Source: an optimization exercise on an open RTL-to-GDS flow (aim: small area, a short achievable clock period and few clock cycles per item). Production flows keep margins and buffers that such runs may drop. In this exercise RTL edits were held to simulation tests only and were not proved equivalent to the original. No activity file was given, so power comes from the tool's default toggle rates.

==> design.v <==
`timescale 1ns/1ps
package wide_add_pkg;
  localparam logic ADD = 1'b0;
  localparam logic SUB = 1'b1;
endpackage
`timescale 1ns/1ps
module wide_add_lane #(
  parameter int BLK_W = 8
) (
  input  logic [BLK_W-1:0] a,
  input  logic [BLK_W-1:0] b,
  input  logic             cin,
  output logic [BLK_W-1:0] sum,
  output logic             gen,
  output logic             prop
);
  assign {gen, sum} = {1'b0, a} + {1'b0, b} + {{BLK_W{1'b0}}, cin};
  assign prop       = &(a ^ b);
endmodule
`timescale 1ns/1ps
module wide_add_pipe #(
  parameter int WIDTH  = 256,
  parameter int LANE_W = 64,
  parameter int EN_W   = 8,
  parameter int CNT_W  = 16
) (
  input  logic             clk,
  input  logic             rst,
  input  logic             in_valid,
  output logic             in_ready,
  input  logic [WIDTH-1:0] op1,
  input  logic [WIDTH-1:0] op2,
  input  logic             sub,
  input  logic [EN_W-1:0]  en1,
  input  logic [EN_W-1:0]  en2,
  output logic             out_valid,
  input  logic             out_ready,
  output logic [WIDTH-1:0] res,
  output logic             carry_out,
  output logic [CNT_W-1:0] drop_cnt
);
  localparam int BLK_W = 8;                 
  localparam int SUP_W = 128;                
  localparam int NS    = WIDTH / SUP_W;     
  localparam int M     = SUP_W / BLK_W;     
  localparam int LVM   = (M > 16) ? 5 : (M > 8) ? 4 : (M > 4) ? 3 : (M > 2) ? 2 : 1;
  logic             advance;
  logic             gate;
  logic             is_sub;
  logic [WIDTH-1:0] b_in;
  assign gate = &(en1 ^ en2);
  assign advance  = !out_valid || out_ready;
  assign in_ready = advance;
  assign is_sub = (sub == wide_add_pkg::SUB);
  assign b_in   = op2 ^ {WIDTH{is_sub}};
  logic valid_q;
  always_ff @(posedge clk) begin
    if (rst) begin
      valid_q <= 1'b0;
    end else if (advance) begin
      valid_q <= in_valid && gate;
    end
  end
  logic [NS-1:0] sg_q;    
  logic [NS-1:0] sp_q;    
  logic [NS:0]   sc;      
  for (genvar s = 0; s < NS; s++) begin : g_sup
    logic [SUP_W-1:0] bsum;
    logic [M-1:0]     bg;
    logic [M-1:0]     bp;
    for (genvar m = 0; m < M; m++) begin : g_blk
      localparam int LO = s * SUP_W + m * BLK_W;
      logic [BLK_W-1:0] a;
      logic [BLK_W-1:0] b;
      logic [BLK_W-1:0] sm;
      logic             ci;
      logic             g;
      logic             p;
      assign a  = op1[LO +: BLK_W];
      assign b  = b_in[LO +: BLK_W];
      assign ci = (LO == 0) ? is_sub : 1'b0;
      wide_add_lane #(.BLK_W(BLK_W)) u_lane (
        .a    (a),
        .b    (b),
        .cin  (ci),
        .sum  (sm),
        .gen  (g),
        .prop (p)
      );
      assign bsum[m*BLK_W +: BLK_W] = sm;
      assign bg[m] = g;
      assign bp[m] = (LO == 0) ? 1'b0 : p;
    end
    logic [M-1:0] pg [LVM+1];
    logic [M-1:0] pp [LVM+1];
    assign pg[0] = bg;
    assign pp[0] = bp;
    for (genvar l = 0; l < LVM; l++) begin : g_lvl
      for (genvar m = 0; m < M; m++) begin : g_node
        if (((m >> l) & 1) == 1) begin : g_comb
          localparam int J = ((m >> l) << l) - 1;
          assign pg[l+1][m] = pg[l][m] | (pp[l][m] & pg[l][J]);
          assign pp[l+1][m] = pp[l][m] & pp[l][J];
        end else begin : g_pass
          assign pg[l+1][m] = pg[l][m];
          assign pp[l+1][m] = pp[l][m];
        end
      end
    end
    logic [SUP_W-1:0] sum_q;
    logic [M-1:1]     cyl_q;    
    logic [M-1:1]     ppl_q;    
    logic             sg_r;
    logic             sp_r;
    always_ff @(posedge clk) begin
      if (advance) begin
        sum_q   <= bsum;
        cyl_q   <= pg[LVM][M-2:0];
        ppl_q   <= pp[LVM][M-2:0];
        sg_r    <= pg[LVM][M-1];
        sp_r    <= pp[LVM][M-1];
      end
    end
    assign sg_q[s] = sg_r;
    assign sp_q[s] = sp_r;
    for (genvar m = 0; m < M; m++) begin : g_inc
      localparam int LO = s * SUP_W + m * BLK_W;
      logic [BLK_W-1:0] sm;
      logic [BLK_W-1:0] low_ones;
      logic             cin;
      assign sm = sum_q[m*BLK_W +: BLK_W];
      if (m == 0) begin : g_first
        assign cin = sc[s];
      end else begin : g_rest
        assign cin = cyl_q[m] | (ppl_q[m] & sc[s]);
      end
      assign low_ones[0] = 1'b1;
      for (genvar i = 1; i < BLK_W; i++) begin : g_bit
        assign low_ones[i] = &sm[i-1:0];
      end
      assign res[LO +: BLK_W] = sm ^ (low_ones & {BLK_W{cin}});
    end
  end
  assign sc[0] = 1'b0;
  for (genvar s = 0; s < NS; s++) begin : g_sc
    assign sc[s+1] = sg_q[s] | (sp_q[s] & sc[s]);
  end
  assign out_valid = valid_q;
  assign carry_out = sc[NS];
  logic             drop_inc;
  logic [CNT_W-1:0] cnt_ones;
  assign drop_inc    = in_valid && in_ready && !gate && !(&drop_cnt);
  assign cnt_ones[0] = 1'b1;
  for (genvar i = 1; i < CNT_W; i++) begin : g_ones
    assign cnt_ones[i] = &drop_cnt[i-1:0];
  end
  always_ff @(posedge clk) begin
    if (rst) begin
      drop_cnt <= '0;
    end else if (drop_inc) begin
      drop_cnt <= drop_cnt ^ cnt_ones;
    end
  end
endmodule
==> flow/run.sh <==
#!/bin/bash
# Layout flow: the standard ORFS flow (standard.sh, including its
# standard synthesis), with plain buffers instead of ORFS's default
# delay-buffer cell for the port buffers that global placement inserts.
# Every input and output port still gets its own buffer.
set -euo pipefail
export BUFFER_PORTS_ARGS="-buffer_cell sky130_fd_sc_hd__buf_1"
bash standard.sh "BUFFER_PORTS_ARGS=$BUFFER_PORTS_ARGS" finish > flow_standard.log 2>&1
==> standard.sh <==
#!/bin/bash
# synth_recipe.tcl (not shown) runs the flow's synth.tcl, then flattens the netlist and writes it again
# the make line also repeats each setting of config.mk as NAME=value (left out here)
make -C /OpenROAD-flow-scripts/flow DESIGN_CONFIG=/design/flow/config.mk WORK_HOME=/design/flow/orfs CLKGATE_MAP_FILE= SYNTH_SCRIPT=/design/flow/synth_recipe.tcl "${@:-finish}"
==> config.mk <==
export PLATFORM = sky130hd
export DESIGN_NAME = wide_add_pipe
export DESIGN_NICKNAME = wide_add_pipe
export VERILOG_FILES = /design/flow/design.v
export SDC_FILE = /design/flow/constraint.sdc
export NUM_CORES = 4
export LEC_CHECK = 0
export CAP_MARGIN = 20
export CORE_MARGIN = 2
export CORE_UTILIZATION = 40
export SETUP_SLACK_MARGIN = 0.6
export SLEW_MARGIN = 20
==> constraint.sdc <==
create_clock -name core_clock -period 4.2 [get_ports {clk}]
set_input_delay 0.8400 -clock core_clock [delete_from_list [all_inputs] [get_ports {clk}]]
set_output_delay 0.8400 -clock core_clock [all_outputs]
set_load 0.01 [all_outputs]
==> results of run 1 <==
==> power by group through the flow <==
| stage | combinational, W | sequential, W | clock (W) |
|---|---|---|---|
| global route | 0.00592 | 0.00515 | 0.00397 |
| global placement | 0.00532 | 0.00509 | 0 |
| detailed placement | 0.00532 | 0.00512 | 0 |
| finish | 0.00540 | 0.00505 | 0.00379 |
| CTS | 0.00541 | 0.00505 | 0.00387 |
| floorplan | 0.00337 | 0.00499 | 0 |
==> logic make-up (layout without fill, tap and decap cells) <==
group / count (synthesis) / after routing
other: 0 / 6
DFF: 321 / 321
and+or+nand+nor: 443 / 443
muxes: 5 / 5
xor gates and xnor gates: 681 / 681
adders and majority gates: 322 / 322
buffers and inverters: 274 / 1197
AOI/OAI and AO/OA: 468 / 468
==> synth_stat cells (all sizes together), types with 24 or more instances <==
library cell | n | area, um^2
a21o | 104 | 782
a21oi | 182 | 915
and3 | 52 | 325
buf | 24 | 91.3
edfxtp | 304 | 9130
fa | 32 | 641
ha | 290 | 3630
inv | 240 | 901
nand2 | 94 | 353
nand3 | 56 | 290
nand4 | 66 | 413
nor2 | 104 | 398
o21ai | 34 | 170
o21bai | 80 | 601
xnor2 | 293 | 2570
xor2 | 388 | 3400
==> critical path, cell delays in order <==
cell	delay [ns]
clkbuf_8	0.19
buf_16	0.20
buf_4	0.19
xor2_1	0.15
ha_1	0.18
inv_1	0.06
fa_1	0.42
nor2b_1	0.12
o21ai_0	0.10
a21oi_1	0.27
a211oi_2	0.09
o32ai_1	0.44
o31ai_1	0.13
o211ai_1	0.11
buf_4	0.17
nor2b_4	0.05
o21ai_0	0.15
==> cells in the final DEF, fill, tap and decap left out, types with 6 or more instances in the layout <==
master     count
a21o_1       103
and3_1        52
clkbuf_16     45
nand2b_1      11
ha_1         289
clkbuf_1      10
nor3_1         8
a21oi_1      175
o21ai_0       33
a211oi_1      15
dfxtp_1       17
and4_1        15
nor2b_1       12
nand2_1       94
clkinv_2      11
nand3_1       54
nand4_1       66
o21a_1        11
xnor2_1      293
a21oi_2        6
nor2_1       102
edfxtp_1     304
buf_12         7
o21bai_1      79
a211oi_2       7
fa_1          28
inv_1        238
buf_1        806
diode_2        6
xor2_1       388
buf_4         56
bufinv_16      6
==> routing by layer <==
| metal | GRT usage | routed length [um] |
|---|---|---|
| met1 | 0.283 | 33200 |
| met2 | 0.424 | 41400 |
| met3 | 0.0557 | 5730 |
| met4 | 0.0698 | 2430 |
| met5 | 0 | 134 |
==> layout make-up <==
cell class	instances	area share
Sequential cell	321	0.292
Antenna cell	6	0.000463
Clock buffer	56	0.0363
Multi-Input combinational cell	1919	0.486
Clock inverter	23	0.00818
Tap cell	855	0.0330
Timing Repair Buffer	878	0.117
Inverter	240	0.0278
==> flip-flops by register name, summed over array words and instances (netlist names) <==
name	count
g_sup.cyl_q	30
g_sup.sp_r	1
g_sup.sg_r	2
g_sup.ppl_q	15
g_sup.sum_q	256
valid_q	1
drop_cnt	16
==> worst paths after layout <==
kind | end | slack, ns | cells past startpoint
worst max register to register | drop_cnt[7] | 1.63 | 10
worst min register to register | drop_cnt[5] | 0.54 | 2
worst max-delay path | g_sup[1].cyl_q[15] | 0.73 | 17
worst min-delay path | valid_q | 0.53 | 3
==> per-stage QoR <==
stage                     total power [W]  cell area [um^2]  setup TNS, ns
final                              0.0142             32400              0
after global routing               0.0150             32400              0
after CTS                          0.0143             32300              0
after detailed placement           0.0104             30700          -1.22
after global placement             0.0104             30700          -1.04
after floorplan                   0.00837             26200              0
==> what timing repair did <==
| item | in CTS | in global routing |
|---|---|---|
| hold endpoints to repair | 0 | 0 |
| setup buffers | 4 | 5 |
| gates resized for setup | 7 | 27 |
| cloned | 2 | 0 |
| endpoints found under the setup margin | 52 | 13 |
| pin swaps | 1 | 8 |
==> metrics.yaml, run 1 <==
global_route:
  grt_use_total: 0.238
  grt-ovfl-total: 0
  antenna_found_initial: 20
  grt_pass1_wl_um: 122000
  grt_max_degree: 168
  grt_pass1_vias: 21000
die:
  initial_core_util: 0.405
  dieWidth_um: 259
  coreArea_mm2: 0.0645
  rows: 93
  die_area_mm2: 0.0673
  fp.dieH_um: 259
  num_io_pins: 808
synthesis:
  yosys.area_share.adder: 0.164
  async_flop_share: 0
  ys_types: 58
  netlist_instances: 2514
  synth_top_flop_cell: "edfxtp_1"
  netlist_area_mm2: 0.0261
  ys_ff_latch: 321
  synth_edf_count: 304
  ys_seq_area_frac: 0.363
  synth-compound-area-share: 0.116
  synth_nets: 3369
  synthSimpleGateAreaFrac: 0.0872
  synthXorXnorAreaFrac: 0.229
  muxShareOfSynthArea: 0.00192
  postSynthAreaPerCell_um2: 10.4
  synth_top_family_by_area: "XOR/XNOR gates"
  yosys_warnings: 5
cts:
  clock_path_buffers: 3
  clkTransAtPathRegs_ns: 0.06
  worstSkewPairLatency_ns: 0.56
  ctsHoldBuffers: 0
  cts_num_sinks: 321
  cts-htree-levels: 2
  cts_root_buf: "clkbuf_16"
  cts_buffers: 43
  tritoncts: "yes"
timing:
  setup_viol: 0
  slew_headroom: 0.273
  worst_slew_pin_slew_ns: 1.09
  setup_slack_ns: 0.734
  rsz0062_at_grt: "true"
  skew_ns: 0.0225
  post-route-period-util: 0.825
  post-route-min-period_ns: 3.47
  max_freq_mhz: 288
  holdWs_ns: 0.535
  drv_slew: 0
  finalHoldViolCount: 0
drt:
  ant_nets: 0
  vias: 21300
  routedWlPerCell_um: 19.3
  via_per_inst: 4.95
  drt_wl_total_um: 82900
  drtIter0Drc: 884
  drcViolationCount: 0
  firstDrtPassIters: 5
power:
  leakagePower_nw: 14.0
  vdd_drop_max_mv: 0.294
  intPower_w: 0.00910
  p_sw_w: 0.00513
  clkPwrFrac: 0.266
  p_comb_frac: 0.379
  seqPwrFrac: 0.354
  power.density_mw_per_mm2: 439
  swShare: 0.360
final_layout:
  nFillCells: 6267
  area_growth_pct: 24.3
  regArea_mm2: 0.00947
  final_nets: 4258
  final_util: 0.503
  multiInputGateArea_mm2: 0.0158
  final_cell_count_no_fill: 4298
  drive_above_1_share: 0.0544
placement:
  port_buffers: 807
  place_hpwl_um: 69700
  gp_congestion: 0.941
  dp_slack_ns: -0.291
  placedCellCount: 4202
status:
  run_status: "no timing/DRC/antenna violations"
critical_path:
  cp-start-kind: "input pin"
  cp.required_ns: 4.60
  arrival_ns: 3.87
  reg2reg_from: "drop_cnt[0]"
  cp-startpoint: "sub"
  crit_fanout: 16
  crit_path_end_kind: "register"
  worstSetupPathType: "in2reg"
run:
  maxCapViolations: 0
min_path:
  hold_path.class: "in2reg"
  hp-start: "in_valid"
Testbench counts, summed over its fixed seeds: cycles 2,403, items 2,400.
==> inputs of run 2 (changes only) <==
--- a/config.mk
+++ b/config.mk
@@ -8,5 +8,5 @@
 export CAP_MARGIN = 20
 export CORE_MARGIN = 2
 export CORE_UTILIZATION = 40
-export SETUP_SLACK_MARGIN = 0.6
+export SETUP_SLACK_MARGIN = 1.0
 export SLEW_MARGIN = 20
==> run 2 against run 1 <==
  * Still clean on timing, DRC and antenna
  * Global-route usage grew 0.96 points
  * Synthesized cell count unchanged
  * Flip-flop and latch count unchanged
  * Critical endpoint is now g_sup[1].cyl_q[14]
  * Largest power group unchanged
==> metrics.yaml, run 2 <==
status:
  run_status: "no timing/DRC/antenna violations"  # unchanged
cts:
  ctsHoldBuffers: 0  # unchanged
  cts_num_sinks: 321  # unchanged
  cts_buffers: 43  # unchanged
  cts_root_buf: "clkbuf_16"  # unchanged
  tritoncts: "yes"  # unchanged
  clock_path_buffers: 3  # unchanged
  cts-htree-levels: 2  # unchanged
  worstSkewPairLatency_ns: 0.57  # was 0.56 ns
  clkTransAtPathRegs_ns: 0.06  # about the same
synthesis:
  ys_types: 58  # unchanged
  async_flop_share: 0  # unchanged
  muxShareOfSynthArea: 0.00192  # unchanged
  yosys.area.top_type_share: 0.350  # unchanged
  yosys_warnings: 5  # unchanged
  netlist_instances: 2514  # unchanged
  yosys.area_share.adder: 0.164  # unchanged
  ys_ff_latch: 321  # unchanged
  netlist_area_mm2: 0.0261  # unchanged
  synthXorXnorAreaFrac: 0.229  # unchanged
  synth_top_area_cell: "edfxtp_1"  # unchanged
  yosysMostFrequentCell: "xor2_1"  # unchanged
  synthTopCellsByCount: "xor2_1, edfxtp_1, xnor2_1"  # unchanged
  synth_top_flop_cell: "edfxtp_1"  # unchanged
  synth_edf_count: 304  # unchanged
  synth.area.top_cells: "edfxtp_1, ha_1, xor2_1"  # unchanged
  postSynthAreaPerCell_um2: 10.4  # unchanged
  synth_nets: 3369  # unchanged
  synth-compound-area-share: 0.116  # unchanged
  ys_seq_area_frac: 0.363  # unchanged
  synth_top_family_by_area: "XOR/XNOR gates"  # unchanged
  synthSimpleGateAreaFrac: 0.0872  # unchanged
final_layout:
  drive_above_1_share: 0.139  # was 0.0544
  final_nets: 4406  # was 4258
  top_regs: "g_sup.sum_q: 256 flops, g_sup.cyl_q: 30 flops, drop_cnt: 16 flops"  # unchanged
  layout_common_cells: "buf_1, xor2_1, edfxtp_1, xnor2_1, ha_1"  # unchanged
  largest-register: "g_sup.sum_q"  # unchanged
  largest_reg_flops: 256  # unchanged
  area_growth_pct: 32.5  # was 24.3%
  final_common_cell: "buf_1"  # unchanged
timing:
  slew_headroom: 0.361  # was 0.273
  drv_slew: 0  # unchanged
  finalHoldViolCount: 0  # unchanged
  post-route-period-util: 0.825  # about the same
  max_freq_mhz: 288  # about the same
  setup_slack_ns: 0.733  # was 0.734 ns
  post-route-min-period_ns: 3.47  # about the same
  holdWs_ns: 0.518  # was 0.535 ns
  rsz0062_at_grt: "true"  # unchanged
  setup_viol: 0  # unchanged
  worst_slew_pin_slew_ns: 0.959  # was 1.09 ns
  skew_ns: 0.0182  # was 0.0225 ns
run:
  maxCapViolations: 0  # unchanged
critical_path:
  reg2reg_slack_ns: 1.63  # about the same
  path_cells: "clkbuf_16, buf_12, buf_16, xor2_1, ha_2, inv_2, fa_2, nand2b_4, a211oi_2, or3_4, a211oi_4, o32ai_4, o31ai_1, o211ai_1, nor2b_2, inv_2, a21o_1"  # was clkbuf_8, buf_16, buf_4, xor2_1, ha_1, inv_1, fa_1, nor2b_1, o21ai_0, a21oi_1, a211oi_2, o32ai_1, o31ai_1, o211ai_1, buf_4, nor2b_4, o21ai_0
  worstSetupPathType: "in2reg"  # unchanged
  slowest_delay_ns: 0.41  # was 0.44 ns
  path_common_cell: "inv_2"
  r2r_cells: 10  # unchanged
  arrival_ns: 3.79  # was 3.87 ns
  cp.required_ns: 4.52  # was 4.60 ns
  crit_path_end_kind: "register"  # unchanged
  crit_fanout: 13  # was 16
  cp_slowest_cell: "or3_4"  # was o32ai_1
  cp-start-kind: "input pin"  # unchanged
global_route:
  grt-ovfl-total: 0  # unchanged
  grt_use_total: 0.247  # was 0.238
  grt_pass1_vias: 22200  # was 21000
  antenna_found_initial: 14  # was 20
  grt_max_degree: 150  # was 168
  grt_pass1_wl_um: 126000  # was 122000 um
drt:
  via_per_inst: 4.98  # was 4.95
  drt_wl_total_um: 86900  # was 82900 um
  routedWlPerCell_um: 19.5  # was 19.3 um
  drcViolationCount: 0  # unchanged
  vias: 22100  # was 21300
  drtIter0Drc: 895  # was 884
  ant_nets: 0  # unchanged
  firstDrtPassIters: 5  # unchanged
power:
  leakagePower_nw: 15.0  # was 14.0 nW
  intPower_w: 0.00923  # was 0.00910 W
  p_comb_frac: 0.407  # was 0.379
  p_sw_w: 0.00537  # was 0.00513 W
  swShare: 0.368  # was 0.360
  clkPwrFrac: 0.243  # was 0.266
  seqPwrFrac: 0.350  # was 0.354
  vdd_drop_max_mv: 0.400  # was 0.294 mV
  power.density_mw_per_mm2: 422  # was 439 mW/mm^2
die:
  coreArea_mm2: 0.0645  # unchanged
  initial_core_util: 0.405  # unchanged
  dieWidth_um: 259  # unchanged
  num_io_pins: 808  # unchanged
  die_area_mm2: 0.0673  # unchanged
  fp.dieH_um: 259  # unchanged
  rows: 93  # unchanged
min_path:
  hold_path.class: "in2reg"  # unchanged
  whs_path_depth: 3  # unchanged
placement:
  gp_congestion: 0.958  # was 0.941
  place_hpwl_um: 71200  # was 69700 um
  port_buffers: 807  # unchanged
  dp_slack_ns: -0.0141  # was -0.291 ns
## run 2: cell counts after synthesis
No cell type changed its count.
## run 2: power groups by stage
stage	registers (W)	logic [W]	clock network, W
floorplan	0.00499	0.00341	0
global placement	0.00509	0.00548	0
detailed placement	0.00512	0.00548	0
CTS	0.00507	0.00578	0.00362
global route	0.00522	0.00645	0.00374
finish	0.00512	0.00594	0.00354
## run 2: final cells by class
| type | count | area [um^2] |
|---|---|---|
| multi-input cells | 1919 | 16600 |
| clock buffers | 50 | 1120 |
| diodes | 9 | 22.5 |
| clock inverters | 28 | 226 |
| inverters | 240 | 901 |
| fillers | 5955 | 29900 |
| repair buffers | 1026 | 5160 |
| well taps | 855 | 1070 |
| flip-flops and latches | 321 | 9470 |
## run 2: worst max-delay path, delay by kind of cell
family          cells  cell delay [ns]
simple gates        3             0.72
xor+xnor            1             0.15
fa+ha+maj           2             0.38
buf+inv             5             0.59
compound gates      6             1.08
## run 2: what timing repair did
| action | CTS | global route |
|---|---|---|
| cloned | 3 | 2 |
| pin swaps | 54 | 66 |
| gates resized for setup | 156 | 108 |
| buffers inserted | 44 | 30 |
| setup endpoints to repair | 109 | 71 |
## run 2: cells by family after synthesis
group | after synthesis
muxes | 5
and+or+nand+nor | 443
AOI/OAI and AO/OA | 468
buffers and inverters | 274
DFF | 321
adders and majority gates | 322
xor gates and xnor gates | 681
## run 2: path summary, 6_finish.rpt
check / to / startpoint
worst max-delay path: g_sup[1].cyl_q[14] / sub
worst min-delay path: valid_q / in_valid
worst max register to register: drop_cnt[13] / drop_cnt[0]
worst min register to register: drop_cnt[1] / drop_cnt[1]
## run 2: per-stage QoR
stage / power, W / setup TNS [ns] / std cells / area, um^2 / util
2_1_floorplan: 0.00840 / 0 / 2514 / 26500 / -
3_3_place_gp: 0.0106 / 0 / 4282 / 31300 / 0.486
3_5_place_dp: 0.0106 / -0.0141 / 4282 / 31300 / 0.486
4_1_cts: 0.0145 / 0 / 4407 / 33800 / 0.525
5_1_grt: 0.0154 / 0 / 4444 / 34600 / 0.536
6_report: 0.0146 / 0 / 4448 / 34600 / 0.536
## run 2: routing by layer
layer / global-route usage / part of all wire
met5: 0 / 0.0012
met4: 0.0819 / 0.034
met3: 0.0599 / 0.069
met2: 0.447 / 0.51
met1: 0.284 / 0.39
==> inputs of run 3 (changes only) <==
--- a/config.mk
+++ b/config.mk
@@ -8,5 +8,7 @@
 export CAP_MARGIN = 20
 export CORE_MARGIN = 2
 export CORE_UTILIZATION = 40
-export SETUP_SLACK_MARGIN = 1.0
+export CTS_BUF_LIST = sky130_fd_sc_hd__clkbuf_8 sky130_fd_sc_hd__clkbuf_4
+export PLACE_DENSITY = 0.75
+export SETUP_SLACK_MARGIN = 0.8
 export SLEW_MARGIN = 20
==> run 3 against run 2 <==
  * Still clean on timing, DRC and antenna
  * Via count increased by 1.3%
  * Wire length increased by 0.31%
  * Non-clock buffer count decreased by 68
  * Area after synthesis unchanged
  * Maximum frequency increased by 0.83%
  * Sequential power about the same
  * First-iteration DRC count increased by 43%
  * Final area decreased by 3.5%
  * Power decreased by 6.0%
  * Setup slack improved by 0.028 ns
  * Critical path type unchanged
  * Largest cell class unchanged
  * Largest power group unchanged
==> metrics.yaml, run 3 <==
cts:
  cts-htree-levels: 2  # unchanged
  tritoncts: "yes"  # unchanged
  worstSkewPairLatency_ns: 0.63  # was 0.57 ns
  cts_num_sinks: 321  # unchanged
  cts_buffers: 58  # was 43
  cts_root_buf: "clkbuf_8"  # was clkbuf_16
  clkTransAtPathRegs_ns: 0.06  # about the same
  clock_path_buffers: 3  # unchanged
drt:
  wl_met2_um: 43700  # was 43900 um
  dr.max_layer_used: "met5"  # unchanged
  firstDrtPassIters: 7  # was 5
  drt_wl_total_um: 87200  # was 86900 um
  ant_nets: 0  # unchanged
  routedWlPerCell_um: 19.8  # was 19.5 um
  via_per_inst: 5.09  # was 4.98
  vias: 22400  # was 22100
  drtIter0Drc: 1276  # was 895
  met3_length_um: 7370  # was 6010 um
  drcViolationCount: 0  # unchanged
  wl_met1_um: 31500  # was 34000 um
synthesis:
  synth_edf_count: 304  # unchanged
  synth_top_area_cell: "edfxtp_1"  # unchanged
  async_flop_share: 0  # unchanged
  synthTopCellsByCount: "xor2_1, edfxtp_1, xnor2_1"  # unchanged
  synth_top_flop_cell: "edfxtp_1"  # unchanged
  ys_types: 58  # unchanged
  synth.area.top_cells: "edfxtp_1, ha_1, xor2_1"  # unchanged
  netlist_instances: 2514  # unchanged
  postSynthAreaPerCell_um2: 10.4  # unchanged
  ys_seq_area_frac: 0.363  # unchanged
  ys_ff_latch: 321  # unchanged
  yosysMostFrequentCell: "xor2_1"  # unchanged
  yosys.area.top_type_share: 0.350  # unchanged
  yosys_warnings: 5  # unchanged
  netlist_area_mm2: 0.0261  # unchanged
  synth_nets: 3369  # unchanged
global_route:
  grt_pass1_wl_um: 125000  # was 126000 um
  grt-ovfl-total: 0  # unchanged
  grt_max_degree: 155  # was 150
  grt_pass1_vias: 22400  # was 22200
  antenna_found_initial: 20  # was 14
  grt_use_total: 0.244  # was 0.247
power:
  swShare: 0.384  # was 0.368
  seqPwrFrac: 0.371  # was 0.350
  intPower_w: 0.00845  # was 0.00923 W
  p_comb_frac: 0.418  # was 0.407
  power.density_mw_per_mm2: 411  # was 422 mW/mm^2
  leakagePower_nw: 14.4  # was 15.0 nW
  p_sw_w: 0.00527  # was 0.00537 W
  vdd_drop_max_mv: 0.277  # was 0.400 mV
  clkPwrFrac: 0.211  # was 0.243
critical_path:
  cp-start-kind: "input pin"  # unchanged
  reg2reg_from: "drop_cnt[0]"  # unchanged
  arrival_ns: 3.94  # was 3.79 ns
  worstSetupPathType: "in2reg"  # unchanged
  r2r_cells: 10  # unchanged
  crit_fanout: 11  # was 13
  cp.required_ns: 4.70  # was 4.52 ns
  timing.rr.end: "drop_cnt[7]"  # was drop_cnt[13]
  reg2reg_slack_ns: 1.57  # was 1.63 ns
  crit_path_end_kind: "register"  # unchanged
final_layout:
  largest-register: "g_sup.sum_q"  # unchanged
  layout_common_cells: "buf_1, xor2_1, edfxtp_1, xnor2_1, ha_1"  # unchanged
  final_cell_count_no_fill: 4404  # was 4448
  largest_reg_flops: 256  # unchanged
  final_nets: 4353  # was 4406
  final_common_cell: "buf_1"  # unchanged
  final_util: 0.518  # was 0.536
  top_regs: "g_sup.sum_q: 256 flops, g_sup.cyl_q: 30 flops, drop_cnt: 16 flops"  # unchanged
  drive_above_1_share: 0.116  # was 0.139
  area_growth_pct: 27.9  # was 32.5%
die:
  initial_core_util: 0.405  # unchanged
  die_area_mm2: 0.0673  # unchanged
  fp.dieH_um: 259  # unchanged
  rows: 93  # unchanged
  dieWidth_um: 259  # unchanged
  coreArea_mm2: 0.0645  # unchanged
  num_io_pins: 808  # unchanged
timing:
  setup_viol: 0  # unchanged
  skew_ns: 0.0240  # was 0.0182 ns
  rsz0062_at_grt: "true"  # unchanged
  max_freq_mhz: 291  # was 288 MHz
  setup_tns_ns: 0  # unchanged
  finalHoldViolCount: 0  # unchanged
  setup_slack_ns: 0.761  # was 0.733 ns
  slew_headroom: 0.394  # was 0.361
  post-route-min-period_ns: 3.44  # was 3.47 ns
  post-route-period-util: 0.819  # was 0.825
  worst_slew_pin_slew_ns: 0.909  # was 0.959 ns
  drv_slew: 0  # unchanged
status:
  run_status: "no timing/DRC/antenna violations"  # unchanged
placement:
  placedCellCount: 4249  # was 4282
  place_hpwl_um: 71600  # was 71200 um
  port_buffers: 807  # unchanged
  dp_slack_ns: -0.116  # was -0.0141 ns
  gp_congestion: 0.983  # was 0.958
run:
  maxCapViolations: 0  # unchanged
min_path:
  worstHoldEndpoint: "valid_q"  # unchanged
  hold_path.class: "in2reg"  # unchanged
  hp-start: "in_valid"  # unchanged
  whs_path_depth: 3  # unchanged
-- run 3: cell counts after synthesis --
No cell type changed its count.
-- run 3: layer usage --
| layer | GRT usage | vias to the layer above |
|---|---|---|
| li1 | - | 10800 |
| met1 | 0.260 | 10600 |
| met2 | 0.445 | 846 |
| met3 | 0.0700 | 231 |
| met4 | 0.108 | 14 |
| met5 | 0 | - |
-- run 3: power by group through the flow --
stage | Combinational (W) | Sequential [W] | Clock (W)
CTS | 0.00560 | 0.00506 | 0.00298
global route | 0.00622 | 0.00519 | 0.00311
detailed placement | 0.00544 | 0.00512 | 0
global placement | 0.00537 | 0.00508 | 0
finish | 0.00574 | 0.00509 | 0.00289
floorplan | 0.00340 | 0.00499 | 0
-- run 3: worst max-delay path by stage --
stage	end	depth (start not counted)	startpoint	slack [ns]
3_3_place_gp	g_sup[1].cyl_q[14]	19	sub	-0.06
3_5_place_dp	g_sup[1].cyl_q[14]	19	sub	-0.12
4_1_cts	res[166]	8	g_sup[0].sg_r	0.67
2_1_floorplan	drop_cnt[11]	7	out_ready	0.06
6_report	g_sup[0].sg_r	17	sub	0.76
5_1_grt	g_sup[1].sg_r	19	sub	0.64
-- run 3: repair_timing --
action / in CTS / in global routing
setup buffers: 23 / 17
setup endpoints to repair: 79 / 46
hold buffers: 0 / 0
pin swaps: 27 / 52
gates cloned: 2 / 2
resized for setup: 72 / 113
-- run 3: layout make-up --
class / count / area [um^2]
fillers: 5769 / 31100
clock buffers: 72 / 922
well taps: 855 / 1070
flip-flops and latches: 321 / 9470
multi-input cells: 1919 / 16300
clock inverters: 28 / 163
inverters: 240 / 901
diodes: 11 / 27.5
repair buffers: 958 / 4520
-- run 3: cell families (layout without fill, tap and decap cells) --
logic type,after synthesis,count (layout),synth area share
adder cells (fa/ha/maj),322,322,0.164
AO/OA/AOI/OAI,468,468,0.116
flip-flops,321,321,0.363
AND/OR/NAND/NOR,443,443,0.0872
XOR/XNOR,681,681,0.229
multiplexers,5,5,0.00192
buffers and inverters,274,1298,0.0395
other,0,11,0
-- run 3: worst max-delay path: stages --
cell,delay (ns)
clkbuf_16,0.16
buf_12,0.17
buf_4,0.20
xor2_1,0.22
ha_1,0.21
inv_1,0.06
fa_1,0.42
nand2b_1,0.20
a211oi_2,0.24
o31a_1,0.20
o311ai_2,0.13
nand3_1,0.13
a21oi_2,0.04
buf_4,0.18
o21a_1,0.22
a21boi_2,0.16
a31o_1,0.15
-- run 3: metrics by stage --
| step | power [W] | cell area (um^2) | hold WS (ns) |
|---|---|---|---|
| 4_1_cts | 0.0136 | 32700 | 0.374 |
| 3_5_place_dp | 0.0106 | 31100 | 0.518 |
| 3_3_place_gp | 0.0105 | 31100 | 0.511 |
| 5_1_grt | 0.0145 | 33400 | 0.397 |
| 6_report | 0.0137 | 33400 | 0.459 |
| 2_1_floorplan | 0.00839 | 26400 | 0.547 |
==> inputs of run 4 (changes only) <==
--- a/config.mk
+++ b/config.mk
@@ -9,6 +9,6 @@
 export CORE_MARGIN = 2
 export CORE_UTILIZATION = 40
 export CTS_BUF_LIST = sky130_fd_sc_hd__clkbuf_8 sky130_fd_sc_hd__clkbuf_4
-export PLACE_DENSITY = 0.75
+export MIN_ROUTING_LAYER = met2
 export SETUP_SLACK_MARGIN = 0.8
 export SLEW_MARGIN = 20
==> run 4 against run 3 <==
  * Combinational power increased by 2%
  * Critical path depth decreased by 9
  * Via count increased by 37%
  * Highest routed layer unchanged
  * Non-clock buffer count decreased by 26
  * Count of clock-buffer cells in the layout increased by 14
  * Sequential share of layout area about the same
  * Register-to-register slack about the same
  * Still clean
  * First-iteration DRC count increased to 3.7 times the previous value
  * Die area unchanged
==> metrics.yaml, run 4 <==
status:
  run_status: "no timing/DRC/antenna violations"  # unchanged
global_route:
  grt_use_total: 0.373  # was 0.244
  antenna_found_initial: 0  # was 20
  grt-ovfl-total: 0  # unchanged
  grt_max_degree: 168  # was 155
  grt_pass1_wl_um: 126000  # was 125000 um
  grt_pass1_vias: 32400  # was 22400
cts:
  clkTransAtPathRegs_ns: 0.06  # about the same
  cts_root_buf: "clkbuf_8"  # unchanged
  cts_buffers: 67  # was 58
  cts-htree-levels: 3  # was 2
  worstSkewPairLatency_ns: 0.64  # was 0.63 ns
  cts_num_sinks: 321  # unchanged
  tritoncts: "yes"  # unchanged
  clock_path_buffers: 3  # unchanged
die:
  die_area_mm2: 0.0673  # unchanged
  initial_core_util: 0.405  # unchanged
  dieWidth_um: 259  # unchanged
  num_io_pins: 808  # unchanged
  rows: 93  # unchanged
  coreArea_mm2: 0.0645  # unchanged
  fp.dieH_um: 259  # unchanged
power:
  power.density_mw_per_mm2: 424  # was 411 mW/mm^2
  vdd_drop_max_mv: 0.272  # was 0.277 mV
  leakagePower_nw: 14.4  # about the same
timing:
  worst_slew_pin_slew_ns: 1.01  # was 0.909 ns
  slew_headroom: 0.324  # was 0.394
  post-route-period-util: 0.809  # was 0.819
  setup_tns_ns: 0  # unchanged
  drv_slew: 0  # unchanged
  max_freq_mhz: 294  # was 291 MHz
  skew_ns: 0.0327  # was 0.0240 ns
  setup_viol: 0  # unchanged
  rsz0062_at_grt: "true"  # unchanged
  finalHoldViolCount: 0  # unchanged
  setup_slack_ns: 0.801  # was 0.761 ns
  post-route-min-period_ns: 3.40  # was 3.44 ns
critical_path:
  worstSetupPathType: "reg2out"  # was in2reg
  reg2reg_from: "drop_cnt[0]"  # unchanged
  path_cells: "buf_12, a21o_4, and3_1, nand3_2, nor2_2, nand3_1, xnor2_2, clkbuf_2"  # was clkbuf_16, buf_12, buf_4, xor2_1, ha_1, inv_1, fa_1, nand2b_1, a211oi_2, o31a_1, o311ai_2, nand3_1, a21oi_2, buf_4, o21a_1, a21boi_2, a31o_1
  cp_top_family: "simple AND/OR/NAND/NOR gates"  # was compound AO/OA/AOI/OAI gates
  cp-startpoint: "g_sup[0].sg_r"  # was sub
  slowest_delay_ns: 0.37  # was 0.42 ns
  path_depth: 8  # was 17
  timing.rr.end: "drop_cnt[13]"  # was drop_cnt[7]
  cp-start-kind: "register"  # was input pin
  reg2reg_slack_ns: 1.58  # was 1.57 ns
  arrival_ns: 2.56  # was 3.94 ns
  cp_slowest_cell: "edfxtp_1"  # was fa_1
  crit_path_end_kind: "output pin"  # was register
  cp.required_ns: 3.36  # was 4.70 ns
  r2r_cells: 10  # unchanged
  crit_fanout: 4  # was 11
  critPathBufInv: 2  # was 5
placement:
  port_buffers: 807  # unchanged
  gp_congestion: 0.985  # was 0.983
  dp_slack_ns: -0.106  # was -0.116 ns
  placedCellCount: 4229  # was 4249
  place_hpwl_um: 70500  # was 71600 um
drt:
  vias: 30800  # was 22400
  ant_nets: 0  # unchanged
  via_per_inst: 6.99  # was 5.09
  drt_wl_total_um: 88700  # was 87200 um
  firstDrtPassIters: 6  # was 7
  routedWlPerCell_um: 20.1  # was 19.8 um
  drcViolationCount: 0  # unchanged
  drtIter0Drc: 4664  # was 1276
final_layout:
  area_growth_pct: 28.0  # was 27.9%
  drive_above_1_share: 0.110  # was 0.116
  nFillCells: 6129  # was 5769
  largest_reg_flops: 256  # unchanged
  final_common_cell: "buf_1"  # unchanged
  final_nets: 4336  # was 4353
  largest-register: "g_sup.sum_q"  # unchanged
  top_regs: "g_sup.sum_q: 256 flops, g_sup.cyl_q: 30 flops, drop_cnt: 16 flops"  # unchanged
  layout_common_cells: "buf_1, xor2_1, edfxtp_1, xnor2_1, ha_1"  # unchanged
  final_cell_count_no_fill: 4413  # was 4404
synthesis:
  ys_seq_area_frac: 0.363  # unchanged
  yosysMostFrequentCell: "xor2_1"  # unchanged
  ys_types: 58  # unchanged
  synthTopCellsByCount: "xor2_1, edfxtp_1, xnor2_1"  # unchanged
  synth_nets: 3369  # unchanged
  synth.area.top_cells: "edfxtp_1, ha_1, xor2_1"  # unchanged
  ys_ff_latch: 321  # unchanged
  synth_top_flop_cell: "edfxtp_1"  # unchanged
  yosys_warnings: 5  # unchanged
  synth_top_area_cell: "edfxtp_1"  # unchanged
  netlist_area_mm2: 0.0261  # unchanged
  async_flop_share: 0  # unchanged
  synth_edf_count: 304  # unchanged
  netlist_instances: 2514  # unchanged
  yosys.area.top_type_share: 0.350  # unchanged
  postSynthAreaPerCell_um2: 10.4  # unchanged
run:
  maxCapViolations: 0  # unchanged
min_path:
  worstHoldEndpoint: "valid_q"  # unchanged
  whs_path_depth: 3  # unchanged
  hp-start: "in_valid"  # unchanged
  hold_path.class: "in2reg"  # unchanged
-- run 4: logic make-up (layout without fill, tap and decap cells) --
| family | Yosys count | in the layout | synth area share |
|---|---|---|---|
| compound gates | 468 | 468 | 0.116 |
| xor+xnor | 681 | 681 | 0.229 |
| fa+ha+maj | 322 | 322 | 0.164 |
| buf+inv | 274 | 1288 | 0.0395 |
| flops | 321 | 321 | 0.363 |
| mux | 5 | 5 | 0.00192 |
| other cells | 0 | 30 | 0 |
| simple gates | 443 | 443 | 0.0872 |
-- run 4: what timing repair did --
| item | CTS | global route |
|---|---|---|
| pin swaps | 10 | 51 |
| buffers inserted | 4 | 26 |
| resized for setup | 65 | 96 |
| gates cloned | 4 | 4 |
| hold buffers | 0 | 0 |
| hold endpoints to repair | 0 | 0 |
| endpoints found under the setup margin | 54 | 60 |
-- run 4: worst max-delay path by stage --
stage	slack [ns]	to
after floorplan	0.06	drop_cnt[11]
after global placement	-0.08	g_sup[1].cyl_q[14]
after detailed placement	-0.11	g_sup[1].cyl_q[14]
after CTS	0.75	res[182]
after global routing	0.72	g_sup[1].sg_r
final	0.80	res[151]
-- run 4: worst reg2reg max path, delay by kind of cell, from the launching register on --
kind | cells | cell delay (ns)
compound gates | 1 | 0.56
flops | 1 | 0.34
fa+ha+maj | 1 | 0.21
xor+xnor | 1 | 0.16
simple gates | 7 | 1.21
-- run 4: per-layer routing --
layer,vias up,track usage,share of wire
met2,8383,0.458,0.50
li1,10700,-,-
met4,22,0.0867,0.11
met1,10800,-,0
met3,925,0.468,0.39
met5,-,0.149,0.0060
-- run 4: metrics by stage --
step	hold slack [ns]	area [um^2]	total power (W)	utilization
CTS	0.398	32600	0.0139	0.506
floorplan	0.547	26400	0.00839	-
detailed placement	0.524	30900	0.0105	0.480
finish	0.458	33400	0.0142	0.518
global placement	0.517	30900	0.0105	0.480
global route	0.438	33300	0.0149	0.517
-- run 4: cell type report --
| class | instances | area [um^2] | area share |
|---|---|---|---|
| Clock buffer | 86 | 1070 | 0.0321 |
| Timing Repair Buffer | 932 | 4400 | 0.132 |
| Antenna cell | 30 | 75.1 | 0.00225 |
| Sequential cell | 321 | 9470 | 0.283 |
| Tap cell | 855 | 1070 | 0.0320 |
| Clock inverter | 30 | 148 | 0.00442 |
| Multi-Input combinational cell | 1919 | 16300 | 0.487 |
| Inverter | 240 | 901 | 0.0270 |
-- run 4: power by group --
group          internal (W)  total (W)  switching, W
clock               0.00167    0.00320       0.00153
sequential          0.00452    0.00511      0.000588
combinational       0.00245    0.00586       0.00342
==> inputs of run 5 (changes only) <==
--- a/config.mk
+++ b/config.mk
@@ -9,6 +9,5 @@
 export CORE_MARGIN = 2
 export CORE_UTILIZATION = 40
 export CTS_BUF_LIST = sky130_fd_sc_hd__clkbuf_8 sky130_fd_sc_hd__clkbuf_4
-export MIN_ROUTING_LAYER = met2
 export SETUP_SLACK_MARGIN = 0.8
 export SLEW_MARGIN = 20
==> run 5 against run 4 <==
  * Area after synthesis stayed put
  * Sequential power barely moved
  * Non-clock buffer count down 2
==> metrics.yaml, run 5 <==
synthesis:
  ys_types: 58  # unchanged
  synth_top_area_cell: "edfxtp_1"  # unchanged
  ys_ff_latch: 321  # unchanged
  muxShareOfSynthArea: 0.00192  # unchanged
  synthTopCellsByCount: "xor2_1, edfxtp_1, xnor2_1"  # unchanged
  async_flop_share: 0  # unchanged
  synth_top_flop_cell: "edfxtp_1"  # unchanged
  synthSimpleGateAreaFrac: 0.0872  # unchanged
  synth_nets: 3369  # unchanged
  netlist_instances: 2514  # unchanged
  synth_top_family_by_area: "XOR/XNOR gates"  # unchanged
  postSynthAreaPerCell_um2: 10.4  # unchanged
  synth.area.top_cells: "edfxtp_1, ha_1, xor2_1"  # unchanged
  ys_seq_area_frac: 0.363  # unchanged
  yosys_warnings: 5  # unchanged
  synth-compound-area-share: 0.116  # unchanged
  synth_edf_count: 304  # unchanged
  netlist_area_mm2: 0.0261  # unchanged
  yosysMostFrequentCell: "xor2_1"  # unchanged
  yosys.area_share.adder: 0.164  # unchanged
  yosys.area.top_type_share: 0.350  # unchanged
  synthXorXnorAreaFrac: 0.229  # unchanged
timing:
  drv_slew: 0  # unchanged
  worst_slew_pin_slew_ns: 0.982  # was 1.01 ns
  max_freq_mhz: 296  # was 294 MHz
  setup_slack_ns: 0.817  # was 0.801 ns
  setup_viol: 0  # unchanged
  slew_headroom: 0.345  # was 0.324
  skew_ns: 0.0501  # was 0.0327 ns
  post-route-min-period_ns: 3.38  # was 3.40 ns
  post-route-period-util: 0.805  # was 0.809
  rsz0062_at_grt: "true"  # unchanged
  finalHoldViolCount: 0  # unchanged
die:
  fp.dieH_um: 259  # unchanged
  rows: 93  # unchanged
  coreArea_mm2: 0.0645  # unchanged
  num_io_pins: 808  # unchanged
  die_area_mm2: 0.0673  # unchanged
  dieWidth_um: 259  # unchanged
  initial_core_util: 0.405  # unchanged
final_layout:
  nFillCells: 6100  # was 6129
  drive_above_1_share: 0.103  # was 0.110
  largest-register: "g_sup.sum_q"  # unchanged
  final_nets: 4333  # was 4336
  final_common_cell: "buf_1"  # unchanged
  top_regs: "g_sup.sum_q: 256 flops, g_sup.cyl_q: 30 flops, drop_cnt: 16 flops"  # unchanged
  layout_common_cells: "buf_1, xor2_1, edfxtp_1, ha_1, xnor2_1"  # was buf_1, xor2_1, edfxtp_1, xnor2_1, ha_1
  multiInputGateArea_mm2: 0.0161  # was 0.0163 mm^2
  largest_reg_flops: 256  # unchanged
  area_growth_pct: 27.1  # was 28.0%
  regArea_mm2: 0.00947  # unchanged
  final_area_mm2: 0.0332  # was 0.0334 mm^2
min_path:
  hp-start: "in_valid"  # unchanged
  worstHoldEndpoint: "valid_q"  # unchanged
  whs_path_depth: 3  # unchanged
  hold_path.class: "in2reg"  # unchanged
critical_path:
  r2r_cells: 10  # unchanged
  path_cells: "clkbuf_16, buf_12, buf_4, xor2_1, ha_2, fa_2, a21o_1, a21oi_2, o21a_1, a2111o_1, o211ai_4, buf_4, a2111o_1, a21o_1, a21o_1"  # was buf_12, a21o_4, and3_1, nand3_2, nor2_2, nand3_1, xnor2_2, clkbuf_2
  timing.rr.end: "drop_cnt[13]"  # unchanged
  crit_path_end_kind: "register"  # was output pin
  reg2reg_slack_ns: 1.63  # was 1.58 ns
  crit_fanout: 16  # was 4
  cp-start-kind: "input pin"  # was register
  arrival_ns: 3.77  # was 2.56 ns
  slowest_delay_ns: 0.38  # was 0.37 ns
  cp.required_ns: 4.59  # was 3.36 ns
  worstSetupPathType: "in2reg"  # was reg2out
  reg2reg_from: "drop_cnt[0]"  # unchanged
  path_common_cell: "a21o_1"
  cp_slowest_cell: "a2111o_1"  # was edfxtp_1
global_route:
  grt-ovfl-total: 0  # unchanged
  busiest_layer: "met2"  # was met3
  grt_pass1_vias: 21400  # was 32400
  grt_use_total: 0.238  # was 0.373
  grt_use_met2: 0.417  # was 0.458
  antenna_found_initial: 25  # was 0
  grt_pass1_wl_um: 121000  # was 126000 um
  grt_max_degree: 156  # was 168
  grt_use_met3: 0.0729  # was 0.468
  met1_usage: 0.268  # was 0
cts:
  cts_root_buf: "clkbuf_8"  # unchanged
  clkTransAtPathRegs_ns: 0.06  # about the same
  cts_num_sinks: 321  # unchanged
  worstSkewPairLatency_ns: 0.63  # was 0.64 ns
  cts-htree-levels: 3  # unchanged
  tritoncts: "yes"  # unchanged
  clock_path_buffers: 3  # unchanged
  cts_buffers: 66  # was 67
power:
  power.density_mw_per_mm2: 421  # was 424 mW/mm^2
  p_total_w: 0.0140  # was 0.0142 W
  leakagePower_nw: 14.4  # about the same
  vdd_drop_max_mv: 0.224  # was 0.272 mV
placement:
  placed_cell_area_mm2: 0.0310  # was 0.0309 mm^2
  place_hpwl_um: 69500  # was 70500 um
  dp_slack_ns: -0.0321  # was -0.106 ns
  port_buffers: 807  # unchanged
  gp_congestion: 0.936  # was 0.985
drt:
  vias: 21700  # was 30800
  drt_wl_total_um: 84100  # was 88700 um
  via_per_inst: 4.94  # was 6.99
  routedWlPerCell_um: 19.1  # was 20.1 um
  drcViolationCount: 0  # unchanged
  firstDrtPassIters: 5  # was 6
  drtIter0Drc: 928  # was 4664
  ant_nets: 0  # unchanged
status:
  run_status: "no timing/DRC/antenna violations"  # unchanged
run:
  maxCapViolations: 0  # unchanged
run 5: cell counts after synthesis:
Identical to the previous run, type by type.
run 5: worst max-delay path: cells and delay by family:
kind            cells  cell delay, ns
buf+inv             4            0.65
compound gates      8            1.54
xor+xnor            1            0.16
fa+ha+maj           2            0.55
run 5: repair_timing:
item / in CTS / in global routing
hold buffers: 0 / 0
cloned: 2 / 1
buffers inserted: 6 / 20
gates resized for setup: 47 / 87
pin swaps: 8 / 28
endpoints found under the setup margin: 54 / 47
run 5: per-stage QoR:
stage	TNS (ns)	utilization	hold WS [ns]	cells
2_1_floorplan	0	-	0.547	2514
3_3_place_gp	0	0.480	0.516	4236
3_5_place_dp	-0.0471	0.480	0.523	4236
4_1_cts	0	0.505	0.400	4362
5_1_grt	0	0.514	0.423	4392
6_report	0	0.515	0.473	4400
run 5: worst max path at each step:
stage / startpoint / end / slack [ns] / cells after the start
after global placement: sub / g_sup[1].cyl_q[14] / 0.006 / 15
after global routing: sub / g_sup[1].sp_r / 0.68 / 15
after detailed placement: sub / g_sup[1].cyl_q[14] / -0.03 / 15
after CTS: g_sup[0].sg_r / res[151] / 0.72 / 8
after floorplan: out_ready / drop_cnt[11] / 0.06 / 7
final: sub / g_sup[0].cyl_q[7] / 0.82 / 15
run 5: cell families (layout without fill, tap and decap cells):
| logic type | after synthesis | in the layout |
|---|---|---|
| compound gates | 468 | 468 |
| fa+ha+maj | 322 | 322 |
| flops | 321 | 321 |
| other cells | 0 | 17 |
| xor+xnor | 681 | 681 |
| buf+inv | 274 | 1288 |
| simple gates | 443 | 443 |
| mux | 5 | 5 |
run 5: routing by layer:
metal,share of wire,wire [um]
met3,0.084,7040
met5,0.0019,162
met1,0.38,32000
met2,0.49,41500
met4,0.039,3310
run 5: cell type report:
class / count / area share
Sequential cell: 321 / 0.285
Inverter: 240 / 0.0272
Clock buffer: 85 / 0.0322
Tap cell: 855 / 0.0322
Clock inverter: 33 / 0.00637
Multi-Input combinational cell: 1919 / 0.487
Timing Repair Buffer: 930 / 0.129
Antenna cell: 17 / 0.00128
run 5: power by group:
part | total [W] | switching [W] | internal, W
Combinational | 0.00562 | 0.00323 | 0.00240
Sequential | 0.00508 | 0.000557 | 0.00452
Clock | 0.00326 | 0.00146 | 0.00179
Total | 0.0140 | 0.00525 | 0.00871
==> inputs of run 6 (changes only) <==
--- a/config.mk
+++ b/config.mk
@@ -9,5 +9,6 @@
 export CORE_MARGIN = 2
 export CORE_UTILIZATION = 40
 export CTS_BUF_LIST = sky130_fd_sc_hd__clkbuf_8 sky130_fd_sc_hd__clkbuf_4
+export GPL_ROUTABILITY_DRIVEN = 0
 export SETUP_SLACK_MARGIN = 0.8
 export SLEW_MARGIN = 20
==> run 6 against run 5 <==
  * Final area did not move
  * Register-to-register slack barely moved
  * Hold slack did not move
  * Via count did not move
  * Area after synthesis did not move
  * Synthesized cell count did not move
  * Global-route usage did not move
  * Combinational power barely moved
  * Wire length did not move
  * Critical endpoint unchanged
==> metrics.yaml, run 6 <==
status:
  run_status: "no timing/DRC/antenna violations"  # unchanged
synthesis:
  synth_edf_count: 304  # unchanged
  yosysMostFrequentCell: "xor2_1"  # unchanged
  netlist_area_mm2: 0.0261  # unchanged
  postSynthAreaPerCell_um2: 10.4  # unchanged
  yosys_warnings: 5  # unchanged
  async_flop_share: 0  # unchanged
  ys_ff_latch: 321  # unchanged
  ys_types: 58  # unchanged
  synth_nets: 3369  # unchanged
  synthTopCellsByCount: "xor2_1, edfxtp_1, xnor2_1"  # unchanged
  synth_top_area_cell: "edfxtp_1"  # unchanged
  synth_top_flop_cell: "edfxtp_1"  # unchanged
  ys_seq_area_frac: 0.363  # unchanged
  netlist_instances: 2514  # unchanged
  synth.area.top_cells: "edfxtp_1, ha_1, xor2_1"  # unchanged
  yosys.area.top_type_share: 0.350  # unchanged
critical_path:
  cp.required_ns: 4.59  # about the same
  arrival_ns: 3.77  # about the same
  path_cells: "clkbuf_16, buf_12, buf_4, xor2_1, ha_2, fa_2, a21o_1, a21oi_2, o21a_1, a2111o_1, o211ai_4, buf_4, a2111o_1, a21o_1, a21o_1"  # unchanged
  crit_fanout: 16  # unchanged
  critPathBufInv: 4  # unchanged
  reg2reg_from: "drop_cnt[0]"  # unchanged
  cp_top_family: "compound AO/OA/AOI/OAI gates"  # unchanged
  crit_path_end_kind: "register"  # unchanged
  reg2reg_slack_ns: 1.63  # about the same
  timing.rr.end: "drop_cnt[13]"  # unchanged
  path_common_cell: "a21o_1"  # unchanged
  worstSetupPathType: "in2reg"  # unchanged
  slowest_delay_ns: 0.38  # about the same
  r2r_cells: 10  # unchanged
  cp-start-kind: "input pin"  # unchanged
  cp-startpoint: "sub"  # unchanged
  cp_slowest_cell: "a2111o_1"  # unchanged
timing:
  drv_slew: 0  # unchanged
  setup_viol: 0  # unchanged
  slew_headroom: 0.345  # unchanged
  finalHoldViolCount: 0  # unchanged
  setup_slack_ns: 0.817  # unchanged
  post-route-min-period_ns: 3.38  # unchanged
  setup_tns_ns: 0  # unchanged
  holdWs_ns: 0.473  # unchanged
  max_freq_mhz: 296  # unchanged
  rsz0062_at_grt: "true"  # unchanged
  post-route-period-util: 0.805  # unchanged
  skew_ns: 0.0501  # unchanged
  worst_slew_pin_slew_ns: 0.982  # unchanged
global_route:
  grt_pass1_vias: 21400  # unchanged
  grt_pass1_wl_um: 121000  # unchanged
  antenna_found_initial: 25  # unchanged
  grt_use_total: 0.238  # unchanged
  grt_max_degree: 156  # unchanged
  grt-ovfl-total: 0  # unchanged
final_layout:
  top_regs: "g_sup.sum_q: 256 flops, g_sup.cyl_q: 30 flops, drop_cnt: 16 flops"  # unchanged
  largest-register: "g_sup.sum_q"  # unchanged
  area_growth_pct: 27.1  # unchanged
  layout_common_cells: "buf_1, xor2_1, edfxtp_1, ha_1, xnor2_1"  # unchanged
  final_nets: 4333  # unchanged
  largest_reg_flops: 256  # unchanged
  final_common_cell: "buf_1"  # unchanged
  drive_above_1_share: 0.103  # unchanged
  final_area_mm2: 0.0332  # unchanged
  final_cell_count_no_fill: 4400  # unchanged
cts:
  worstSkewPairLatency_ns: 0.63  # about the same
  clock_path_buffers: 3  # unchanged
  cts_num_sinks: 321  # unchanged
  cts-htree-levels: 3  # unchanged
  cts_buffers: 66  # unchanged
  tritoncts: "yes"  # unchanged
  clkTransAtPathRegs_ns: 0.06  # about the same
  cts_root_buf: "clkbuf_8"  # unchanged
  ctsHoldBuffers: 0  # unchanged
min_path:
  hold_path.class: "in2reg"  # unchanged
  worstHoldEndpoint: "valid_q"  # unchanged
  whs_path_depth: 3  # unchanged
  hp-start: "in_valid"  # unchanged
placement:
  port_buffers: 807  # unchanged
  place_hpwl_um: 69500  # unchanged
  placed_cell_area_mm2: 0.0310  # unchanged
  dp_slack_ns: -0.0321  # unchanged
  placedCellCount: 4236  # unchanged
drt:
  via_per_inst: 4.94  # unchanged
  ant_nets: 0  # unchanged
  drt_wl_total_um: 84100  # unchanged
  drcViolationCount: 0  # unchanged
  firstDrtPassIters: 5  # unchanged
  drtIter0Drc: 928  # unchanged
  vias: 21700  # unchanged
  routedWlPerCell_um: 19.1  # unchanged
run:
  maxCapViolations: 0  # unchanged
power:
  leakagePower_nw: 14.4  # unchanged
  vdd_drop_max_mv: 0.224  # unchanged
  power.density_mw_per_mm2: 421  # unchanged
die:
  initial_core_util: 0.405  # unchanged
  num_io_pins: 808  # unchanged
  die_area_mm2: 0.0673  # unchanged
  coreArea_mm2: 0.0645  # unchanged
  fp.dieH_um: 259  # unchanged
  rows: 93  # unchanged
  dieWidth_um: 259  # unchanged
[run 6: worst max path at each step]
stage | to | slack [ns] | cells past startpoint
2_1_floorplan | drop_cnt[11] | 0.06 | 7
3_3_place_gp | g_sup[1].cyl_q[14] | 0.006 | 15
3_5_place_dp | g_sup[1].cyl_q[14] | -0.03 | 15
4_1_cts | res[151] | 0.72 | 8
5_1_grt | g_sup[1].sp_r | 0.68 | 15
6_report | g_sup[0].cyl_q[7] | 0.82 | 15
[run 6: cell families after synthesis]
kind of cell	after synthesis	share of synthesized area
flops	321	0.363
mux	5	0.00192
xor+xnor	681	0.229
simple gates	443	0.0872
fa+ha+maj	322	0.164
buf+inv	274	0.0395
compound gates	468	0.116
[run 6: cell type report]
class	count	area, um^2
antenna	17	42.5
clock buffer	85	1070
clock inverter	33	211
fill	6100	31300
inverter	240	901
multi-input combinational	1919	16100
sequential	321	9470
tap	855	1070
timing repair buffer	930	4260
[run 6: worst reg2reg max path: stages (launching register included)]
cell	delay (ns)
dfxtp_1	0.33
ha_1	0.21
and3_1	0.20
and3_1	0.22
and4_1	0.21
and2_1	0.19
nand4_1	0.15
o21a_1	0.53
nand4_1	0.18
xor2_1	0.15
nor2_1	0.05
[run 6: per-layer routing]
layer  part of all wire  vias up  global-route usage
li1                   -    10800                   -
met1               0.38    10100               0.268
met2               0.49      725               0.417
met3              0.084      170              0.0729
met4              0.039       24               0.101
met5             0.0019        -                   0
[run 6: where the power goes]
group / total (W) / internal (W) / switching (W)
clock network: 0.00326 / 0.00179 / 0.00146
logic: 0.00562 / 0.00240 / 0.00323
registers: 0.00508 / 0.00452 / 0.000557
total: 0.0140 / 0.00871 / 0.00525
[run 6: what timing repair did]
item	CTS	global route
gates resized for setup	47	87
gates cloned	2	1
setup endpoints to repair	54	47
pin swaps	8	28
buffers inserted	6	20
[run 6: stage by stage]
| stage | utilization | power (W) |
|---|---|---|
| 2_1_floorplan | - | 0.00839 |
| 3_3_place_gp | 0.480 | 0.0105 |
| 3_5_place_dp | 0.480 | 0.0105 |
| 4_1_cts | 0.505 | 0.0140 |
| 5_1_grt | 0.514 | 0.0148 |
| 6_report | 0.515 | 0.0140 |
==> inputs of run 7 (changes only) <==
--- a/config.mk
+++ b/config.mk
@@ -5,10 +5,9 @@
 export SDC_FILE = /design/flow/constraint.sdc
 export NUM_CORES = 4
 export LEC_CHECK = 0
-export CAP_MARGIN = 20
+export CAP_MARGIN = 0
 export CORE_MARGIN = 2
 export CORE_UTILIZATION = 40
 export CTS_BUF_LIST = sky130_fd_sc_hd__clkbuf_8 sky130_fd_sc_hd__clkbuf_4
-export GPL_ROUTABILITY_DRIVEN = 0
 export SETUP_SLACK_MARGIN = 0.8
-export SLEW_MARGIN = 20
+export SLEW_MARGIN = 0
==> run 7 against run 6 <==
  * Still clean on timing, DRC and antenna
  * Via count unchanged
  * Register-to-register slack barely moved
  * Area after synthesis unchanged
  * Clock power barely moved
  * Setup slack unchanged
  * Utilization is the same
  * Final area stayed put
==> metrics.yaml, run 7 <==
status:
  run_status: "no timing/DRC/antenna violations"  # unchanged
synthesis:
  ys_seq_area_frac: 0.363  # unchanged
  yosysMostFrequentCell: "xor2_1"  # unchanged
  synthTopCellsByCount: "xor2_1, edfxtp_1, xnor2_1"  # unchanged
  synth_top_flop_cell: "edfxtp_1"  # unchanged
  synth_edf_count: 304  # unchanged
  netlist_instances: 2514  # unchanged
  yosys_warnings: 5  # unchanged
  yosys.area.top_type_share: 0.350  # unchanged
  postSynthAreaPerCell_um2: 10.4  # unchanged
  synth_top_area_cell: "edfxtp_1"  # unchanged
  async_flop_share: 0  # unchanged
  ys_ff_latch: 321  # unchanged
  ys_types: 58  # unchanged
  synth_nets: 3369  # unchanged
  synth.area.top_cells: "edfxtp_1, ha_1, xor2_1"  # unchanged
  netlist_area_mm2: 0.0261  # unchanged
global_route:
  grt-ovfl-total: 0  # unchanged
  antenna_found_initial: 25  # unchanged
  grt_pass1_wl_um: 121000  # unchanged
  grt_use_total: 0.238  # unchanged
  grt_pass1_vias: 21400  # unchanged
  grt_max_degree: 156  # unchanged
die:
  fp.dieH_um: 259  # unchanged
  coreArea_mm2: 0.0645  # unchanged
  die_area_mm2: 0.0673  # unchanged
  initial_core_util: 0.405  # unchanged
  rows: 93  # unchanged
  dieWidth_um: 259  # unchanged
  num_io_pins: 808  # unchanged
min_path:
  whs_path_depth: 3  # unchanged
  hp-start: "in_valid"  # unchanged
  hold_path.class: "in2reg"  # unchanged
placement:
  gp_congestion: 0.936
  place_hpwl_um: 69500  # unchanged
  dp_slack_ns: -0.0321  # unchanged
  placed_cell_area_mm2: 0.0310  # unchanged
  port_buffers: 807  # unchanged
power:
  power.density_mw_per_mm2: 421  # unchanged
  vdd_drop_max_mv: 0.224  # unchanged
  p_total_w: 0.0140  # unchanged
  leakagePower_nw: 14.4  # unchanged
cts:
  cts_root_buf: "clkbuf_8"  # unchanged
  tritoncts: "yes"  # unchanged
  cts_num_sinks: 321  # unchanged
  clock_path_buffers: 3  # unchanged
  clkTransAtPathRegs_ns: 0.06  # about the same
  cts_buffers: 66  # unchanged
  ctsHoldBuffers: 0  # unchanged
  cts-htree-levels: 3  # unchanged
  worstSkewPairLatency_ns: 0.63  # about the same
final_layout:
  final_common_cell: "buf_1"  # unchanged
  final_area_mm2: 0.0332  # unchanged
  largest_reg_flops: 256  # unchanged
  final_util: 0.515  # unchanged
  area_growth_pct: 27.1  # unchanged
  layout_common_cells: "buf_1, xor2_1, edfxtp_1, ha_1, xnor2_1"  # unchanged
  final_nets: 4333  # unchanged
  nFillCells: 6100  # unchanged
  largest-register: "g_sup.sum_q"  # unchanged
  drive_above_1_share: 0.103  # unchanged
  top_regs: "g_sup.sum_q: 256 flops, g_sup.cyl_q: 30 flops, drop_cnt: 16 flops"  # unchanged
drt:
  routedWlPerCell_um: 19.1  # unchanged
  drtIter0Drc: 928  # unchanged
  drcViolationCount: 0  # unchanged
  drt_wl_total_um: 84100  # unchanged
  ant_nets: 0  # unchanged
  firstDrtPassIters: 5  # unchanged
  vias: 21700  # unchanged
  via_per_inst: 4.94  # unchanged
critical_path:
  path_cells: "clkbuf_16, buf_12, buf_4, xor2_1, ha_2, fa_2, a21o_1, a21oi_2, o21a_1, a2111o_1, o211ai_4, buf_4, a2111o_1, a21o_1, a21o_1"  # unchanged
  worstSetupPathType: "in2reg"  # unchanged
  crit_fanout: 16  # unchanged
  crit_path_end_kind: "register"  # unchanged
  path_common_cell: "a21o_1"  # unchanged
  cp-startpoint: "sub"  # unchanged
  r2r_cells: 10  # unchanged
  cp_slowest_cell: "a2111o_1"  # unchanged
  cp-start-kind: "input pin"  # unchanged
  reg2reg_from: "drop_cnt[0]"  # unchanged
  arrival_ns: 3.77  # about the same
  slowest_delay_ns: 0.38  # about the same
  cp.required_ns: 4.59  # about the same
timing:
  post-route-min-period_ns: 3.38  # unchanged
  drv_slew: 0  # unchanged
  rsz0062_at_grt: "true"  # unchanged
  setup_slack_ns: 0.817  # unchanged
  post-route-period-util: 0.805  # unchanged
  setup_viol: 0  # unchanged
  skew_ns: 0.0501  # unchanged
  finalHoldViolCount: 0  # unchanged
  slew_headroom: 0.345  # unchanged
  max_freq_mhz: 296  # unchanged
  worst_slew_pin_slew_ns: 0.982  # unchanged
run:
  maxCapViolations: 0  # unchanged
run 7: cell counts in the layout (fill, tap and decap cells not counted):
No cell type changed its count.
run 7: cell type report:
type / instances / area (um^2) / share of cell area
multi-input combinational: 1919 / 16100 / 0.487
sequential: 321 / 9470 / 0.285
timing repair buffer: 930 / 4260 / 0.129
clock buffer: 85 / 1070 / 0.0322
tap: 855 / 1070 / 0.0322
inverter: 240 / 901 / 0.0272
clock inverter: 33 / 211 / 0.00637
antenna: 17 / 42.5 / 0.00128
run 7: metal layers:
layer  vias up  GRT usage  share of wire
met5         -          0         0.0019
li1      10800          -              -
met4        24      0.101          0.039
met2       725      0.417           0.49
met1     10100      0.268           0.38
met3       170     0.0729          0.084
run 7: kinds of logic (layout without fill, tap and decap cells):
logic type,after synthesis,after routing,synth area share
AOI/OAI and AO/OA,468,468,0.116
xor gates and xnor gates,681,681,0.229
adders and majority gates,322,322,0.164
buffers and inverters,274,1288,0.0395
DFF,321,321,0.363
muxes,5,5,0.00192
other,0,17,0
and+or+nand+nor,443,443,0.0872
run 7: timing repair:
item	in CTS	in global routing
setup endpoints to repair	54	47
setup buffers	6	20
resized for setup	47	87
hold endpoints to repair	0	0
pin swaps	8	28
cloned	2	1
run 7: worst paths after layout:
kind	slack [ns]	to
setup / recovery	0.82	g_sup[0].cyl_q[7]
hold / removal	0.47	valid_q
setup reg to reg	1.63	drop_cnt[13]
hold reg to reg	0.55	drop_cnt[3]
run 7: through the flow:
stage | std cells | setup TNS, ns | hold slack [ns]
6_report | 4400 | 0 | 0.473
5_1_grt | 4392 | 0 | 0.423
4_1_cts | 4362 | 0 | 0.400
3_5_place_dp | 4236 | -0.0471 | 0.523
3_3_place_gp | 4236 | 0 | 0.516
2_1_floorplan | 2514 | 0 | 0.547
run 7: report_power, final:
| group | internal, W | switching (W) |
|---|---|---|
| logic | 0.00240 | 0.00323 |
| clock network | 0.00179 | 0.00146 |
| registers | 0.00452 | 0.000557 |
| total | 0.00871 | 0.00525 |
run 7: worst max-delay path, delay by kind of cell:
family          cells  cell delay, ns
compound gates      8            1.54
xor+xnor            1            0.16
fa+ha+maj           2            0.55
buf+inv             4            0.65

[afterwards: timing with drivers on the ports]
The results above use ideal ports. As a check the final layouts listed here were re-extracted and re-timed, cells and wires unchanged.
Step 1 (the two cells are an assumption about what drives the block):
set clk [get_ports {clk}]
set_driving_cell -lib_cell sky130_fd_sc_hd__clkbuf_16 $clk
set_driving_cell -lib_cell sky130_fd_sc_hd__buf_2 [delete_from_list [all_inputs] $clk]
Step 2 moves the port delays by t, midway between the first and last clock arrival at a register: inputs arrive t later, outputs are due t later. That takes back most of the time a late clock gives input paths.
Three values: no drivers, after step 1, after step 2; two values: the first two.
| run | t, ns | setup WS [ns] | worst data-port slew with drivers (ns) | cell pins on the clock port's net |
|---|---|---|---|---|
| run 1 | 0.619 | 0.734 / 0.728 / 0.109 | 0.16 | 1 |
| run 2 | 0.625 | 0.733 / 0.757 / 0.133 | 0.14 | 1 |
| run 3 | 0.685 | 0.761 / 0.761 / 0.076 | 0.17 | 1 |
| run 4 | 0.705 | 0.801 / 0.730 / 0.081 | 0.24 | 1 |
| run 5 | 0.667 | 0.817 / 0.831 / 0.164 | 0.17 | 1 |
| run 6 | 0.667 | 0.817 / 0.831 / 0.164 | 0.17 | 1 |
| run 7 | 0.667 | 0.817 / 0.831 / 0.164 | 0.17 | 1 |
After both steps setup and hold are still met in every run listed. For run 4, which loses most, drivers alone change the setup slack by -0.071 ns; drivers and shift together by -0.720 ns.
